Source: an optimization exercise on an open RTL-to-GDS flow (aim: small area, a short achievable clock period and few clock cycles per item). Production flows keep margins and buffers that such runs may drop.
In this exercise RTL edits were held to simulation tests only and were not proved equivalent to the original.

==> willow <==
==> flow/design.v <==
module mul_div_unit #(
    parameter int DATA_WIDTH    = 64,
    parameter int WORD_WIDTH    = 32,
    parameter int CONTROL_WIDTH = 4
) (
    input  logic                     i_clk,
    input  logic                     i_arst_n,
    input  logic                     i_valid,
    output logic                     o_ready,
    input  logic [CONTROL_WIDTH-1:0] i_op,
    input  logic [DATA_WIDTH-1:0]    i_src_1,
    input  logic [DATA_WIDTH-1:0]    i_src_2,
    input  logic                     i_flush,
    output logic                     o_valid,
    input  logic                     i_ready,
    output logic [DATA_WIDTH-1:0]    o_result,
    output logic                     o_busy
);
    localparam logic [1:0] M_MUL = 2'd0, M_DIV = 2'd2, M_PASS = 2'd3;
    function automatic [6:0] bitlen64(input logic [63:0] v);
        logic [63:0] val [0:6];
        logic [5:0]  pos [0:6][0:63];
        int          n;
        for (int i = 0; i < 64; i++) begin
            val[0][i]    = v[i];
            pos[0][i]    = 6'd0;
        end
        n = 64;
        for (int l = 1; l <= 6; l++) begin
            n = n / 2;
            for (int j = 0; j < 64; j++) begin
                if (j < n) begin
                    val[l][j] = val[l-1][2*j+1] | val[l-1][2*j];
                    pos[l][j] = val[l-1][2*j+1] ? (pos[l-1][2*j+1] | (6'd1 << (l-1)))
                                                : pos[l-1][2*j];
                end else begin
                    val[l][j] = 1'b0;
                    pos[l][j] = 6'd0;
                end
            end
        end
        bitlen64 = val[6][0] ? ({1'b0, pos[6][0]} + 7'd1) : 7'd0;
    endfunction
    function automatic [8:0] window(input logic [64:0] v, input logic [3:0] c);
        logic [72:0] e;
        e = {{7{v[64]}}, v, 1'b0};
        case (c)
            4'd0: window = e[8:0];
            4'd1: window = e[16:8];
            4'd2: window = e[24:16];
            4'd3: window = e[32:24];
            4'd4: window = e[40:32];
            4'd5: window = e[48:40];
            4'd6: window = e[56:48];
            4'd7: window = e[64:56];
            default: window = e[72:64];
        endcase
    endfunction
    function automatic [11:0] booth_dec(input logic [8:0] w);
        for (int t = 0; t < 4; t++) begin
            logic b0, b1, b2;
            b0 = w[2*t]; b1 = w[2*t+1]; b2 = w[2*t+2];
            booth_dec[3*t]   = b0 ^ b1;
            booth_dec[3*t+1] = (b2 & ~b1 & ~b0) | (~b2 & b1 & b0);
            booth_dec[3*t+2] = b2 & ~(b1 & b0);
        end
    endfunction
    function automatic [63:0] mul_init_lo(input logic [7:0] z);
        logic [63:0] s;
        s = 64'd0;
        for (int j = 2; j <= 9; j++)
            if (!z[j-2]) s = s | (64'd1 << (72 - 8*j));
        mul_init_lo = -s;
    endfunction
    function automatic [7:0] groups_ok(input logic [63:0] f);
        for (int m = 1; m <= 8; m++)
            groups_ok[m-1] = ((f >> (8*m-1)) == 64'd0);
    endfunction
    function automatic [3:0] therm_to_count(input logic [7:0] z);
        therm_to_count = 4'd8;
        for (int m = 8; m >= 1; m--)
            if (z[m-1]) therm_to_count = 4'(m-1);
    endfunction
    logic r_mul, r_div, r_word, r_rem, r_high, r_s1, r_s2;
    always_comb begin
        r_mul = 1'b0; r_div = 1'b0; r_word = 1'b0; r_rem = 1'b0; r_high = 1'b0;
        r_s1 = 1'b0; r_s2 = 1'b0;
        case (i_op)
            4'd0:  begin r_mul = 1'b1; r_s1 = 1'b1; r_s2 = 1'b1; end
            4'd1:  begin r_mul = 1'b1; r_high = 1'b1; r_s1 = 1'b1; r_s2 = 1'b1; end
            4'd2:  begin r_mul = 1'b1; r_high = 1'b1; r_s1 = 1'b1; end
            4'd3:  begin r_mul = 1'b1; r_high = 1'b1; end
            4'd4:  begin r_div = 1'b1; r_s1 = 1'b1; r_s2 = 1'b1; end
            4'd5:  r_div = 1'b1;
            4'd6:  begin r_div = 1'b1; r_rem = 1'b1; r_s1 = 1'b1; r_s2 = 1'b1; end
            4'd7:  begin r_div = 1'b1; r_rem = 1'b1; end
            4'd8:  begin r_mul = 1'b1; r_word = 1'b1; r_s1 = 1'b1; r_s2 = 1'b1; end
            4'd9:  begin r_div = 1'b1; r_word = 1'b1; r_s1 = 1'b1; r_s2 = 1'b1; end
            4'd10: begin r_div = 1'b1; r_word = 1'b1; end
            4'd11: begin r_div = 1'b1; r_word = 1'b1; r_rem = 1'b1; r_s1 = 1'b1; r_s2 = 1'b1; end
            4'd12: begin r_div = 1'b1; r_word = 1'b1; r_rem = 1'b1; end
            default: ;
        endcase
    end
    logic [63:0] r_ea, r_eb, r_fa, r_fb;
    logic        r_sa, r_sb;
    always_comb begin
        r_ea = r_word ? {{32{r_s1 & i_src_1[31]}}, i_src_1[31:0]} : i_src_1;
        r_eb = r_word ? {{32{r_s2 & i_src_2[31]}}, i_src_2[31:0]} : i_src_2;
        r_sa = r_s1 & (r_word ? i_src_1[31] : i_src_1[63]);
        r_sb = r_s2 & (r_word ? i_src_2[31] : i_src_2[63]);
        r_fa = r_ea ^ {64{r_sa}};                         
        r_fb = r_eb ^ {64{r_sb}};                         
    end
    logic        in_full;
    logic        d_mul, d_div, d_word, d_rem, d_high, sa, sb, b_zero;
    logic [63:0] ea, eb;
    logic [6:0]  bla, blb;      
    logic [7:0]  ga, gb;        
    logic [63:0] mag_a, mag_b, triv_val;
    logic [6:0]  la_up, s_est;
    logic [66:0] d_al;
    logic        d_triv;
    always_comb begin
        mag_a  = sa ? (~ea + 64'd1) : ea;
        mag_b  = sb ? (~eb + 64'd1) : eb;
        la_up  = bla + {6'd0, sa};                        
        s_est  = la_up - blb;                             
        d_al   = {3'b000, mag_b} << (s_est | 7'd1);
        d_triv = !d_mul && (!d_div || b_zero || (la_up < blb));
        triv_val = d_rem ? ea : ((d_div && b_zero) ? '1 : '0);
    end
    logic [64:0] va, vb, mx, my;
    logic        swap;
    logic [3:0]  m_count;
    logic [8:0]  m_win;
    logic [63:0] m_init;
    logic        m_g1;
    always_comb begin
        va = {sa, ea};
        vb = {sb, eb};
        swap = |(ga & ~gb);
        mx = swap ? vb : va;
        my = swap ? va : vb;
        m_count = swap ? therm_to_count(ga) : therm_to_count(gb);
        m_win   = swap ? window(va, therm_to_count(ga)) : window(vb, therm_to_count(gb));
        m_init  = swap ? mul_init_lo(ga) : mul_init_lo(gb);
        m_g1    = swap ? ga[0] : gb[0];
    end
    logic        busy;
    logic [1:0]  mode;
    logic [6:0]  count;
    logic        f_high, f_rem, f_neg, f_word, f_bz;
    logic [63:0] H, L;
    logic [66:0] X;
    logic [64:0] Y;
    logic [11:0] dsel;       
    logic [63:0] out_raw;
    logic        out_v, out_neg, out_word, out_pc;
    logic        pc;
    logic [73:0] rows [0:3];
    logic [73:0] lw, kc, s0, c0, s1, c1, s2, c2, s3, c3;
    logic [73:0] msum;
    logic [54:0] up;
    logic [63:0] mul_h, mul_l;
    always_comb begin
        lw = {1'b0, H[0], L, 8'd0};
        for (int t = 0; t < 4; t++) begin
            logic one, two, neg;
            logic [65:0] sel;
            one = dsel[3*t]; two = dsel[3*t+1]; neg = dsel[3*t+2];
            sel = one ? {X[64], X[64:0]} : (two ? {X[64:0], 1'b0} : 66'd0);
            sel = neg ? ~sel : sel;
            rows[t] = 74'({~sel[65], sel[64:0]}) << (2*t);
            lw[2*t] = neg;
        end
        kc = 74'd43 << 65;
        s0 = lw ^ rows[0] ^ kc;
        c0 = ((lw & rows[0]) | (lw & kc) | (rows[0] & kc)) << 1;
        s1 = rows[1] ^ rows[2] ^ rows[3];
        c1 = ((rows[1] & rows[2]) | (rows[1] & rows[3]) | (rows[2] & rows[3])) << 1;
        s2 = s0 ^ c0 ^ s1;
        c2 = ((s0 & c0) | (s0 & s1) | (c0 & s1)) << 1;
        s3 = s2 ^ c2 ^ c1;
        c3 = ((s2 & c2) | (s2 & c1) | (c2 & c1)) << 1;
        msum = s3 + c3;
        up = H[55:1] + {46'd0, pc, 8'd0};       
        mul_h = {up, msum[72:64]};
        mul_l = msum[63:0];
    end
    logic [68:0] t1, t2a, t2b, ds, dc;
    logic [63:0] r2;
    logic        g1, g2a, g2b, q1, q2;
    always_comb begin
        t1  = {5'd0, H} - {2'b0, X};
        t2a = {5'd0, H} - {3'b0, X[66:1]};
        ds  = {5'd0, H} ^ ~{2'b0, X} ^ ~{3'b0, X[66:1]};
        dc  = (({5'd0, H} & ~{2'b0, X}) | ({5'd0, H} & ~{3'b0, X[66:1]}) |
               (~{2'b0, X} & ~{3'b0, X[66:1]})) << 1;
        t2b = ds + (dc | 69'd1) + 69'd1;
        g1  = ~t1[68];
        g2a = ~t2a[68];
        g2b = ~t2b[68];
        q1  = g1;
        q2  = g1 ? g2b : g2a;
        case ({q1, q2})
            2'b11:   r2 = t2b[63:0];
            2'b10:   r2 = t1[63:0];
            2'b01:   r2 = t2a[63:0];
            default: r2 = H;
        endcase
    end
    logic core_done, out_free, fin_free, move, core_free, take, accept;
    assign core_done = busy && (mode == M_PASS || count == 7'd0);
    assign fin_free  = !o_valid || i_ready;             
    assign move      = out_v && fin_free;               
    assign out_free  = !out_v || fin_free;              
    assign core_free = !busy || (core_done && out_free);
    assign take      = in_full && core_free;
    assign o_ready   = !in_full || core_free;
    assign accept    = i_valid && o_ready && !i_flush;
    logic [63:0] core_res;
    logic        core_neg;
    always_comb begin
        case (mode)
            M_MUL:   begin core_res = f_high ? mul_h : mul_l; core_neg = 1'b0; end
            M_PASS:  begin core_res = f_rem ? H : (f_bz ? '1 : '0); core_neg = f_rem & f_neg; end
            default: begin core_res = f_rem ? r2 : {L[61:0], q1, q2}; core_neg = f_neg; end
        endcase
    end
    always_ff @(posedge i_clk or negedge i_arst_n) begin
        if (!i_arst_n) begin
            in_full <= 1'b0;
            busy    <= 1'b0;
            out_v   <= 1'b0;
            o_valid <= 1'b0;
        end else if (i_flush) begin
            in_full <= 1'b0;
            busy    <= 1'b0;
            out_v   <= 1'b0;
            o_valid <= 1'b0;
        end else begin
            if (core_done && out_free)
                out_v <= 1'b1;
            else if (fin_free)
                out_v <= 1'b0;
            if (move)
                o_valid <= 1'b1;
            else if (i_ready)
                o_valid <= 1'b0;
            if (take)
                busy <= 1'b1;
            else if (core_done && out_free)
                busy <= 1'b0;
            if (accept)
                in_full <= 1'b1;
            else if (take)
                in_full <= 1'b0;
        end
    end
    always_ff @(posedge i_clk) begin
        if (accept) begin
            d_mul  <= r_mul;
            d_div  <= r_div;
            d_word <= r_word;
            d_rem  <= r_rem;
            d_high <= r_high;
            sa     <= r_sa;
            sb     <= r_sb;
            ea     <= r_ea;
            eb     <= r_eb;
            b_zero <= (r_eb == 64'd0);
            bla    <= bitlen64(r_fa);
            blb    <= bitlen64(r_fb);
            ga     <= groups_ok(r_fa);
            gb     <= groups_ok(r_fb);
        end
        if (move)
            o_result <= res_w;
        if (core_done && out_free) begin
            out_raw  <= core_res;
            out_neg  <= core_neg;
            out_word <= f_word;
            out_pc   <= (mode == M_MUL) && f_high && msum[73];
        end
        if (take) begin
            f_high <= d_high;
            f_rem  <= d_rem;
            f_neg  <= d_rem ? sa : (sa ^ sb);
            f_word <= d_word;
            f_bz   <= d_div && b_zero;
            Y      <= my;
            dsel   <= booth_dec(m_win);
            mode   <= d_triv ? M_PASS : (d_mul ? M_MUL : M_DIV);
            if (d_mul) begin
                H     <= m_g1 ? 64'hFFFF_FFFF_FFFF_FFFF : 64'hFFFF_FFFF_FFFF_FFFE;
                L     <= m_init;
                X     <= {{2{mx[64]}}, mx};
                count <= {3'b000, m_count};
                pc    <= 1'b0;
            end else begin
                H     <= mag_a;
                L     <= '0;
                X     <= d_al;
                count <= {1'b0, s_est[6:1]};
            end
        end else if (busy && !core_done) begin
            case (mode)
                M_MUL: begin
                    H     <= mul_h;
                    L     <= mul_l;
                    pc    <= msum[73];
                    count <= count - 7'd1;
                    dsel  <= booth_dec(window(Y, count[3:0] - 4'd1));
                end
                M_DIV: begin
                    H     <= r2;
                    L     <= {L[61:0], q1, q2};
                    X     <= X >> 2;
                    count <= count - 7'd1;
                end
                default: ;
            endcase
        end
    end
    logic [63:0] res_n, res_w;
    always_comb begin
        if (out_neg)
            res_n = ~out_raw + 64'd1;
        else if (out_pc)
            res_n = {out_raw[63:9] + 55'd1, out_raw[8:0]};
        else
            res_n = out_raw;
        res_w = out_word ? {{32{res_n[31]}}, res_n[31:0]} : res_n;
    end
    assign o_busy = in_full || busy || out_v || o_valid;
endmodule
==> flow/run.sh <==
#!/bin/bash
# synth_recipe.tcl (not shown) runs the flow's synth.tcl, then flattens the netlist and writes it again
# the make line also repeats each setting of config.mk as NAME=value (left out here)
make -C /OpenROAD-flow-scripts/flow DESIGN_CONFIG=/design/flow/config.mk WORK_HOME=/design/flow/orfs CLKGATE_MAP_FILE= SYNTH_SCRIPT=/design/flow/synth_recipe.tcl finish
==> flow/config.mk <==
export PLATFORM = sky130hd
export DESIGN_NAME = mul_div_unit
export DESIGN_NICKNAME = mul_div_unit
export VERILOG_FILES = /design/flow/design.v
export SDC_FILE = /design/flow/constraint.sdc
export NUM_CORES = 4
export LEC_CHECK = 0
export CAP_MARGIN = 20
export CORE_MARGIN = 2
export CORE_UTILIZATION = 40
export SETUP_SLACK_MARGIN = 4.5
export SLEW_MARGIN = 20
==> flow/constraint.sdc <==
create_clock -name core_clock -period 10.0 [get_ports {i_clk}]
set_input_delay 2.0000 -clock core_clock [delete_from_list [all_inputs] [get_ports {i_clk}]]
set_output_delay 2.0000 -clock core_clock [all_outputs]
set_load 0.01 [all_outputs]
==> yarrow (differences from willow) <==
--- a/flow/design.v
+++ b/flow/design.v
@@ -116,6 +116,7 @@
     logic        d_mul, d_div, d_word, d_rem, d_high, sa, sb, b_zero;
     logic [63:0] ea, eb;
     logic [6:0]  bla, blb;      
+    logic        pa;            
     logic [7:0]  ga, gb;        
     logic [63:0] mag_a, mag_b, triv_val;
     logic [6:0]  la_up, s_est;
@@ -124,7 +125,7 @@
     always_comb begin
         mag_a  = sa ? (~ea + 64'd1) : ea;
         mag_b  = sb ? (~eb + 64'd1) : eb;
-        la_up  = bla + {6'd0, sa};                        
+        la_up  = bla + {6'd0, pa};                        
         s_est  = la_up - blb;                             
         d_al   = {3'b000, mag_b} << (s_est | 7'd1);
         d_triv = !d_mul && (!d_div || b_zero || (la_up < blb));
@@ -156,11 +157,12 @@
     logic [64:0] Y;
     logic [11:0] dsel;       
     logic [63:0] out_raw;
-    logic        out_v, out_neg, out_word, out_pc;
-    logic        pc;
+    logic        out_v, out_neg, out_word, out_pc, out_c0, out_c25, out_c50;
+    logic        pc, p25, p50;
     logic [73:0] rows [0:3];
-    logic [73:0] lw, kc, s0, c0, s1, c1, s2, c2, s3, c3;
-    logic [73:0] msum;
+    logic [73:0] lw, kc, s0, c0, s1, c1, s2, c2, s3, c3, sx;
+    logic [25:0] ms0, ms1;
+    logic [23:0] ms2;
     logic [54:0] up;
     logic [63:0] mul_h, mul_l;
     always_comb begin
@@ -174,7 +176,7 @@
             rows[t] = 74'({~sel[65], sel[64:0]}) << (2*t);
             lw[2*t] = neg;
         end
-        kc = 74'd43 << 65;
+        kc = (74'd43 << 65) | (74'(p25) << 33) | (74'(p50) << 58);
         s0 = lw ^ rows[0] ^ kc;
         c0 = ((lw & rows[0]) | (lw & kc) | (rows[0] & kc)) << 1;
         s1 = rows[1] ^ rows[2] ^ rows[3];
@@ -183,10 +185,13 @@
         c2 = ((s0 & c0) | (s0 & s1) | (c0 & s1)) << 1;
         s3 = s2 ^ c2 ^ c1;
         c3 = ((s2 & c2) | (s2 & c1) | (c2 & c1)) << 1;
-        msum = s3 + c3;
+        sx  = s3 ^ c3;                           
+        ms0 = {1'b0, s3[24:0]}  + {1'b0, c3[24:0]};
+        ms1 = {1'b0, s3[49:25]} + {1'b0, c3[49:25]};
+        ms2 = s3[73:50] + c3[73:50];
         up = H[55:1] + {46'd0, pc, 8'd0};       
-        mul_h = {up, msum[72:64]};
-        mul_l = msum[63:0];
+        mul_h = {up, ms2[22:14]};
+        mul_l = {ms2[13:0], ms1[24:0], ms0[24:0]};
     end
     logic [68:0] t1, t2a, t2b, ds, dc;
     logic [63:0] r2;
@@ -271,6 +276,7 @@
             eb     <= r_eb;
             b_zero <= (r_eb == 64'd0);
             bla    <= bitlen64(r_fa);
+            pa     <= r_sa && ((~r_fa[63:1] | r_fa[62:0]) == 63'h7FFF_FFFF_FFFF_FFFF);
             blb    <= bitlen64(r_fb);
             ga     <= groups_ok(r_fa);
             gb     <= groups_ok(r_fb);
@@ -281,7 +287,11 @@
             out_raw  <= core_res;
             out_neg  <= core_neg;
             out_word <= f_word;
-            out_pc   <= (mode == M_MUL) && f_high && msum[73];
+            out_pc   <= (mode == M_MUL) && f_high && ms2[23];
+            out_c0   <= (mode == M_MUL) && f_high && (&sx[63:50]) &&
+                        (ms1[25] || (ms0[25] && (&sx[49:25])));
+            out_c25  <= (mode == M_MUL) && !f_high && ms0[25];
+            out_c50  <= (mode == M_MUL) && !f_high && ms1[25];
         end
         if (take) begin
             f_high <= d_high;
@@ -298,6 +308,8 @@
                 X     <= {{2{mx[64]}}, mx};
                 count <= {3'b000, m_count};
                 pc    <= 1'b0;
+                p25   <= 1'b0;
+                p50   <= 1'b0;
             end else begin
                 H     <= mag_a;
                 L     <= '0;
@@ -309,7 +321,9 @@
                 M_MUL: begin
                     H     <= mul_h;
                     L     <= mul_l;
-                    pc    <= msum[73];
+                    pc    <= ms2[23];
+                    p25   <= ms0[25];
+                    p50   <= ms1[25];
                     count <= count - 7'd1;
                     dsel  <= booth_dec(window(Y, count[3:0] - 4'd1));
                 end
@@ -325,12 +339,8 @@
     end
     logic [63:0] res_n, res_w;
     always_comb begin
-        if (out_neg)
-            res_n = ~out_raw + 64'd1;
-        else if (out_pc)
-            res_n = {out_raw[63:9] + 55'd1, out_raw[8:0]};
-        else
-            res_n = out_raw;
+        res_n = (out_neg ? ~out_raw : out_raw)
+              + {13'd0, out_c50, 24'd0, out_c25, 15'd0, out_pc, 8'd0, out_c0 | out_neg};
         res_w = out_word ? {{32{res_n[31]}}, res_n[31:0]} : res_n;
     end
     assign o_busy = in_full || busy || out_v || o_valid;
TNS_END_PERCENT = 0   (was unset)
==> onyx (differences from willow) <==
--- a/flow/design.v
+++ b/flow/design.v
@@ -116,6 +116,7 @@
     logic        d_mul, d_div, d_word, d_rem, d_high, sa, sb, b_zero;
     logic [63:0] ea, eb;
     logic [6:0]  bla, blb;      
+    logic        pa;            
     logic [7:0]  ga, gb;        
     logic [63:0] mag_a, mag_b, triv_val;
     logic [6:0]  la_up, s_est;
@@ -124,7 +125,7 @@
     always_comb begin
         mag_a  = sa ? (~ea + 64'd1) : ea;
         mag_b  = sb ? (~eb + 64'd1) : eb;
-        la_up  = bla + {6'd0, sa};                        
+        la_up  = bla + {6'd0, pa};                        
         s_est  = la_up - blb;                             
         d_al   = {3'b000, mag_b} << (s_est | 7'd1);
         d_triv = !d_mul && (!d_div || b_zero || (la_up < blb));
@@ -156,11 +157,12 @@
     logic [64:0] Y;
     logic [11:0] dsel;       
     logic [63:0] out_raw;
-    logic        out_v, out_neg, out_word, out_pc;
-    logic        pc;
+    logic        out_v, out_neg, out_word, out_pc, out_c0, out_c25, out_c50;
+    logic        pc, p25, p50;
     logic [73:0] rows [0:3];
-    logic [73:0] lw, kc, s0, c0, s1, c1, s2, c2, s3, c3;
-    logic [73:0] msum;
+    logic [73:0] lw, kc, s0, c0, s1, c1, s2, c2, s3, c3, sx;
+    logic [25:0] ms0, ms1;
+    logic [23:0] ms2;
     logic [54:0] up;
     logic [63:0] mul_h, mul_l;
     always_comb begin
@@ -174,7 +176,7 @@
             rows[t] = 74'({~sel[65], sel[64:0]}) << (2*t);
             lw[2*t] = neg;
         end
-        kc = 74'd43 << 65;
+        kc = (74'd43 << 65) | (74'(p25) << 33) | (74'(p50) << 58);
         s0 = lw ^ rows[0] ^ kc;
         c0 = ((lw & rows[0]) | (lw & kc) | (rows[0] & kc)) << 1;
         s1 = rows[1] ^ rows[2] ^ rows[3];
@@ -183,10 +185,13 @@
         c2 = ((s0 & c0) | (s0 & s1) | (c0 & s1)) << 1;
         s3 = s2 ^ c2 ^ c1;
         c3 = ((s2 & c2) | (s2 & c1) | (c2 & c1)) << 1;
-        msum = s3 + c3;
+        sx  = s3 ^ c3;                           
+        ms0 = {1'b0, s3[24:0]}  + {1'b0, c3[24:0]};
+        ms1 = {1'b0, s3[49:25]} + {1'b0, c3[49:25]};
+        ms2 = s3[73:50] + c3[73:50];
         up = H[55:1] + {46'd0, pc, 8'd0};       
-        mul_h = {up, msum[72:64]};
-        mul_l = msum[63:0];
+        mul_h = {up, ms2[22:14]};
+        mul_l = {ms2[13:0], ms1[24:0], ms0[24:0]};
     end
     logic [68:0] t1, t2a, t2b, ds, dc;
     logic [63:0] r2;
@@ -271,6 +276,7 @@
             eb     <= r_eb;
             b_zero <= (r_eb == 64'd0);
             bla    <= bitlen64(r_fa);
+            pa     <= r_sa && ((~r_fa[63:1] | r_fa[62:0]) == 63'h7FFF_FFFF_FFFF_FFFF);
             blb    <= bitlen64(r_fb);
             ga     <= groups_ok(r_fa);
             gb     <= groups_ok(r_fb);
@@ -281,7 +287,11 @@
             out_raw  <= core_res;
             out_neg  <= core_neg;
             out_word <= f_word;
-            out_pc   <= (mode == M_MUL) && f_high && msum[73];
+            out_pc   <= (mode == M_MUL) && f_high && ms2[23];
+            out_c0   <= (mode == M_MUL) && f_high && (&sx[63:50]) &&
+                        (ms1[25] || (ms0[25] && (&sx[49:25])));
+            out_c25  <= (mode == M_MUL) && !f_high && ms0[25];
+            out_c50  <= (mode == M_MUL) && !f_high && ms1[25];
         end
         if (take) begin
             f_high <= d_high;
@@ -298,6 +308,8 @@
                 X     <= {{2{mx[64]}}, mx};
                 count <= {3'b000, m_count};
                 pc    <= 1'b0;
+                p25   <= 1'b0;
+                p50   <= 1'b0;
             end else begin
                 H     <= mag_a;
                 L     <= '0;
@@ -309,7 +321,9 @@
                 M_MUL: begin
                     H     <= mul_h;
                     L     <= mul_l;
-                    pc    <= msum[73];
+                    pc    <= ms2[23];
+                    p25   <= ms0[25];
+                    p50   <= ms1[25];
                     count <= count - 7'd1;
                     dsel  <= booth_dec(window(Y, count[3:0] - 4'd1));
                 end
@@ -325,12 +339,8 @@
     end
     logic [63:0] res_n, res_w;
     always_comb begin
-        if (out_neg)
-            res_n = ~out_raw + 64'd1;
-        else if (out_pc)
-            res_n = {out_raw[63:9] + 55'd1, out_raw[8:0]};
-        else
-            res_n = out_raw;
+        res_n = (out_neg ? ~out_raw : out_raw)
+              + {13'd0, out_c50, 24'd0, out_c25, 15'd0, out_pc, 8'd0, out_c0 | out_neg};
         res_w = out_word ? {{32{res_n[31]}}, res_n[31:0]} : res_n;
     end
     assign o_busy = in_full || busy || out_v || o_valid;
==> summary of the runs <==
Global-route usage, lowest first: yarrow, onyx, willow.
Synthesized cell count: willow is lower than onyx (about 0.8%).
Non-clock buffer count, highest first: willow, onyx, yarrow.
Final cell count: willow > onyx > yarrow.
In yarrow the count of clock-buffer cells in the layout is higher than in willow, by 4.
In onyx the clock skew is lower than in willow, by 0.026 ns.
==> figures <==
|  | yarrow | willow | onyx |
|---|---|---|---|
| Vias in the first global route | 68636 | 70958 | 69610 |
| Vias per cell | 6.58 | 6.77 | 6.68 |
| Antenna diode count | 6 | 15 | 9 |
| Antenna violations before repair | 17 | 22 | 20 |
| Multi-input combinational area share | 0.630 | 0.621 | 0.623 |
| Final core utilization | 0.451 | 0.484 | 0.470 |
| Fraction of the yosys area taken by sequential cells | 0.247 | 0.246 | 0.247 |
| Share of cell area taken by flip-flops and latches | 0.221 | 0.204 | 0.212 |
| Register cell area after layout | 17800 um2 | 17600 um2 | 17800 um2 |
| Placed wire-length estimate | 281000 um | 299000 um | 286000 um |
| Inverters | 559 | 552 | 557 |
| Run status | complete, no violations | complete, no violations | complete, no violations |
Testbench counts of willow, summed over its fixed seeds: cycles 14,372, items 3,200.
Testbench counts of yarrow, summed over its fixed seeds: cycles 14,277, items 3,200.
Testbench counts of onyx, summed over its fixed seeds: cycles 14,277, items 3,200.

[port drivers added, routing unchanged]
Ports are ideal in the flow. The routed layouts listed here were re-timed in OpenROAD.
Step 1, drivers: a clkbuf_16 drives i_clk and a buf_2 each remaining input, both assumed.
Step 2 moves the port delays by t, midway between the first and last clock arrival at a register: inputs arrive t later, outputs are due t later. That takes back most of the time a late clock gives input paths.
Three values: ideal ports, drivers, drivers and shift; two values: the first two.
| run | t (ns) | setup WS [ns] | hold WS [ns] | latest minus earliest clock arrival (ns) | worst slew at a driven data input, ns |
|---|---|---|---|---|---|
| willow | 0.799 | 3.676 / 3.676 / 3.676 | 0.420 / 0.420 / 0.420 | 0.060 / 0.060 | 0.08 |
| yarrow | 0.804 | 4.033 / 4.033 / 3.632 | 0.499 / 0.499 / 0.499 | 0.042 / 0.042 | 0.07 |
| onyx | 0.810 | 4.123 / 4.123 / 3.816 | 0.418 / 0.418 / 0.418 | 0.031 / 0.031 | 0.06 |
After both steps every run listed still meets setup and hold. For yarrow, which loses most, drivers alone change the setup slack by 0.000 ns; drivers and shift together by -0.401 ns.
